What follows belongs to an exercise in optimizing a design on an open flow for small area, a short achievable clock period and few clock cycles per item; a production flow would make more cautious choices. The RTL was checked by simulation tests, not by an equivalence proof against the original design. Power is estimated from default activity; no workload was simulated.

== north ==
==> flow/design.v (excerpt) <==
module json_stream_tokenizer_top (
  input  logic        clk,
  input  logic        rst,
  input  logic        in_valid,
  output logic        in_ready,
  input  logic        in_cmd,
  input  logic [7:0]  in_char_byte,
  output logic        out_valid,
  input  logic        out_ready,
  output logic [3:0]  out_event_res,
  output logic        out_number_is_real,
  output logic        out_in_key,
  output logic [20:0] out_code_point,
  output logic [1:0]  out_status,
  output logic [23:0] out_line_number,
  output logic [23:0] out_column_number,
  output logic        out_last_of_run
);
Size in the first run: ~170 flip-flops, about 93 I/O pins.
export LEC_CHECK = 0
export CAP_MARGIN = 5
export CORE_MARGIN = 2
export CORE_UTILIZATION = 40
export SETUP_SLACK_MARGIN = 3.0
export SLEW_MARGIN = 5
create_clock -name core_clock -period 6.0 [get_ports {clk}]
standard.sh (not shown) runs the stock make flow with config.mk's settings and CLKGATE_MAP_FILE= SYNTH_SCRIPT=/design/flow/synth_recipe.tcl, a recipe that flattens the netlist after the stock synthesis.
==> flow/flow/run.sh <==
#!/bin/bash
# Standard layout, with the port buffers inserted as buf_2 cells instead of the
# delay-buffer cell that buffer_ports picks by default.
set -euo pipefail
export BUFFER_PORTS_ARGS="-buffer_cell sky130_fd_sc_hd__buf_2"
bash standard.sh finish > standard_finish.log 2>&1
Testbench counts of north, summed over its fixed seeds: cycles 48,368, bytes 48,352.
#### Input delta (south over north)
# north
export LEC_CHECK = 0
export CAP_MARGIN = 5
export CORE_MARGIN = 2
export CORE_UTILIZATION = 40
export SETUP_SLACK_MARGIN = 3.0
export SLEW_MARGIN = 5
create_clock -name core_clock -period 6.0 [get_ports {clk}]
# south
export LEC_CHECK = 0
export CAP_MARGIN = 20
export CORE_MARGIN = 2
export CORE_UTILIZATION = 55
export SETUP_SLACK_MARGIN = 3.0
export SLEW_MARGIN = 20
create_clock -name core_clock -period 6.0 [get_ports {clk}]
### Flow results
- Share of cells above drive strength 1: south > north
- Looking only at final critical-path share of the clock period, and setting everything else aside, the higher value of north and south goes to south.
- south gives less worst path setup slack after routing than north did.
- south ends up with higher number of buffers inserted by post-CTS setup repair than north does.
- north has lower total number of nets in the final design than south.
- In the metrics for north and south, the one carrying the lower sequential share of layout area is south.
- Data required time of the worst path was lower in north than in south.
- Compared with north, south shows largest voltage drop on the vdd net that has gone up by more than 10%.
- Between north and south, global-route wire length before repair decreased.
- north consumes more power than south.
The inputs of east differ from those of south as listed below.
# south
export LEC_CHECK = 0
export CAP_MARGIN = 20
export CORE_MARGIN = 2
export CORE_UTILIZATION = 55
export SETUP_SLACK_MARGIN = 3.0
export SLEW_MARGIN = 20
create_clock -name core_clock -period 6.0 [get_ports {clk}]
# east
export LEC_CHECK = 0
export CAP_MARGIN = 20
export CORE_MARGIN = 2
export CORE_UTILIZATION = 40
export CTS_BUF_LIST = sky130_fd_sc_hd__clkbuf_8
export CTS_CLUSTER_SIZE = 30
export SETUP_SLACK_MARGIN = 3.0
export SLEW_MARGIN = 20
create_clock -name core_clock -period 6.0 [get_ports {clk}]
Findings:
- In east, the highest clock rate came out 2.2 MHz above the value in south.
- Sort south and east by least setup slack across all paths after layout, ascending, and south comes first.
- First-pass GRT wire length was higher in east than in south.
- east and south ended up with roughly the same sequential share of cell area.
#### Input delta (west over east)
# east
export LEC_CHECK = 0
export CAP_MARGIN = 20
export CORE_MARGIN = 2
export CORE_UTILIZATION = 40
export CTS_BUF_LIST = sky130_fd_sc_hd__clkbuf_8
export CTS_CLUSTER_SIZE = 30
export SETUP_SLACK_MARGIN = 3.0
export SLEW_MARGIN = 20
create_clock -name core_clock -period 6.0 [get_ports {clk}]
# west
export LEC_CHECK = 0
export CAP_MARGIN = 20
export CORE_MARGIN = 2
export CORE_UTILIZATION = 40
export SETUP_SLACK_MARGIN = 3.0
export SLEW_MARGIN = 20
create_clock -name core_clock -period 6.0 [get_ports {clk}]
[summary]
Compared to east, west has global-route wire length before repair 0.49% higher.
In terms of via count of the first global-routing pass, east and west differ only marginally.
Number of standard cells in the layout, taps in and fillers out in west is 18 lower than in east
On maximum frequency: between east and west, it ends up lower for east.
Diff west..east | critical path depth | unchanged
The inputs of middle differ from those of west as listed below.
# west
export LEC_CHECK = 0
export CAP_MARGIN = 20
export CORE_MARGIN = 2
export CORE_UTILIZATION = 40
export SETUP_SLACK_MARGIN = 3.0
export SLEW_MARGIN = 20
create_clock -name core_clock -period 6.0 [get_ports {clk}]
# middle
export LEC_CHECK = 0
export CAP_MARGIN = 20
export CORE_MARGIN = 2
export CORE_UTILIZATION = 40
export SETUP_SLACK_MARGIN = 3.3
export SLEW_MARGIN = 20
create_clock -name core_clock -period 6.0 [get_ports {clk}]
[summary]
Between middle and west, the clock-pin slew on the worst setup and hold paths does not differ in any meaningful way.
Global-route usage ended up 0.81 points higher on middle than on west.
Compared with west, in middle met2 routing resource usage after global routing went up by 2.1 points; final period demand of the worst path was more or less identical; ratio of cells with drive above 1 in the final layout went up by 5.2 points.


== the baseline ==
json_stream_tokenizer_top, a different RTL version from the one above (not shown whole).
Size in the first run: ~93 I/O pins, roughly 0.010 mm^2 of cells after synthesis.
==> flow/design.v (excerpt) <==
module json_stream_tokenizer_top (
  input  logic        clk,
  input  logic        rst,
  input  logic        in_valid,
  output logic        in_ready,
  input  logic        in_cmd,
  input  logic [7:0]  in_char_byte,
  output logic        out_valid,
  input  logic        out_ready,
  output logic [3:0]  out_event_res,
  output logic        out_number_is_real,
  output logic        out_in_key,
  output logic [20:0] out_code_point,
  output logic [1:0]  out_status,
  output logic [23:0] out_line_number,
  output logic [23:0] out_column_number,
  output logic        out_last_of_run
);
export LEC_CHECK = 0
export CAP_MARGIN = 20
export CORE_MARGIN = 2
export CORE_UTILIZATION = 40
export SETUP_SLACK_MARGIN = 3.0
export SLEW_MARGIN = 20
create_clock -name core_clock -period 6.0 [get_ports {clk}]
run.sh (not shown) runs the stock make flow with config.mk's settings and CLKGATE_MAP_FILE= SYNTH_SCRIPT=/design/flow/synth_recipe.tcl, a recipe that flattens the netlist after the stock synthesis.
Stock flow here: none of the scripts above is used.
Testbench counts of the baseline, summed over its fixed seeds: cycles 48,368, bytes 48,352.
Input-level comparison between the candidate and the baseline:
# the baseline
export LEC_CHECK = 0
export CAP_MARGIN = 20
export CORE_MARGIN = 2
export CORE_UTILIZATION = 40
export SETUP_SLACK_MARGIN = 3.0
export SLEW_MARGIN = 20
create_clock -name core_clock -period 6.0 [get_ports {clk}]
# the candidate
export LEC_CHECK = 0
export CAP_MARGIN = 20
export CORE_MARGIN = 2
export CORE_UTILIZATION = 40
export SETUP_SLACK_MARGIN = 3.3
export SLEW_MARGIN = 20
create_clock -name core_clock -period 6.0 [get_ports {clk}]
==> flow/flow/run.sh (new file) <==
#!/bin/bash
# Standard layout, with the port buffers inserted as buf_2 cells instead of the
# delay-buffer cell that buffer_ports picks by default.
set -euo pipefail
export BUFFER_PORTS_ARGS="-buffer_cell sky130_fd_sc_hd__buf_2"
bash standard.sh finish > standard_finish.log 2>&1
==> flow/standard.sh (new file) <==
#!/bin/bash
# synth_recipe.tcl (not shown) runs the flow's synth.tcl, then flattens the netlist and writes it again
# the make line also repeats each setting of config.mk as NAME=value (left out here)
make -C /OpenROAD-flow-scripts/flow DESIGN_CONFIG=/design/flow/config.mk WORK_HOME=/design/flow/orfs CLKGATE_MAP_FILE= SYNTH_SCRIPT=/design/flow/synth_recipe.tcl "${@:-finish}"
removed: flow/run.sh
==> notes.md <==
Between the candidate and the baseline, it is the candidate whose cell-internal power is lower, by 67 uW. In the candidate relative to the baseline, per-cell routed wire length had gone up slightly. From the baseline to the candidate the numbers moved as follows: via count now larger, met2 track demand over resource in global routing picked up an extra 1.6 points. Between the baseline and the candidate, the multi-input combinational cell count figures differ only marginally.

## re-timing with driven ports
The results above use ideal ports. As a check the final layouts listed here were re-extracted and re-timed, cells and wires unchanged.
Step 1 assumes that a clkbuf_16 drives the clock port and a buf_2 every other input.
Step 2, shift: input delay + t, output delay - t, t = (earliest + latest rising clock arrival at the registers) / 2. This alone moves slack from input paths to output paths.
a / b / c = ideal / step 1 / step 2; a / b = the first two.
run | shift t [ns] | setup slack, ns | worst hold slack (ns) | cell pins on the clock port's net
north | 0.474 | 3.006 / 3.006 / 2.694 | 0.464 / 0.464 / 0.464 | 1
south | 0.474 | 2.911 / 2.911 / 2.508 | 0.475 / 0.475 / 0.475 | 1
east | 0.501 | 2.932 / 2.932 / 2.577 | 0.471 / 0.471 / 0.471 | 1
west | 0.474 | 3.006 / 3.006 / 2.694 | 0.464 / 0.464 / 0.464 | 1
middle | 0.484 | 3.007 / 3.007 / 2.647 | 0.470 / 0.470 / 0.470 | 1
the baseline | 0.475 | 3.022 / 3.022 / 2.723 | 0.458 / 0.458 / 0.458 | 1
the candidate | 0.480 | 3.166 / 3.166 / 2.945 | 0.457 / 0.457 / 0.457 | 1
After both steps setup and hold are still met in every run listed. For south, which loses most, drivers alone change the setup slack by 0.000 ns; drivers and shift together by -0.403 ns.
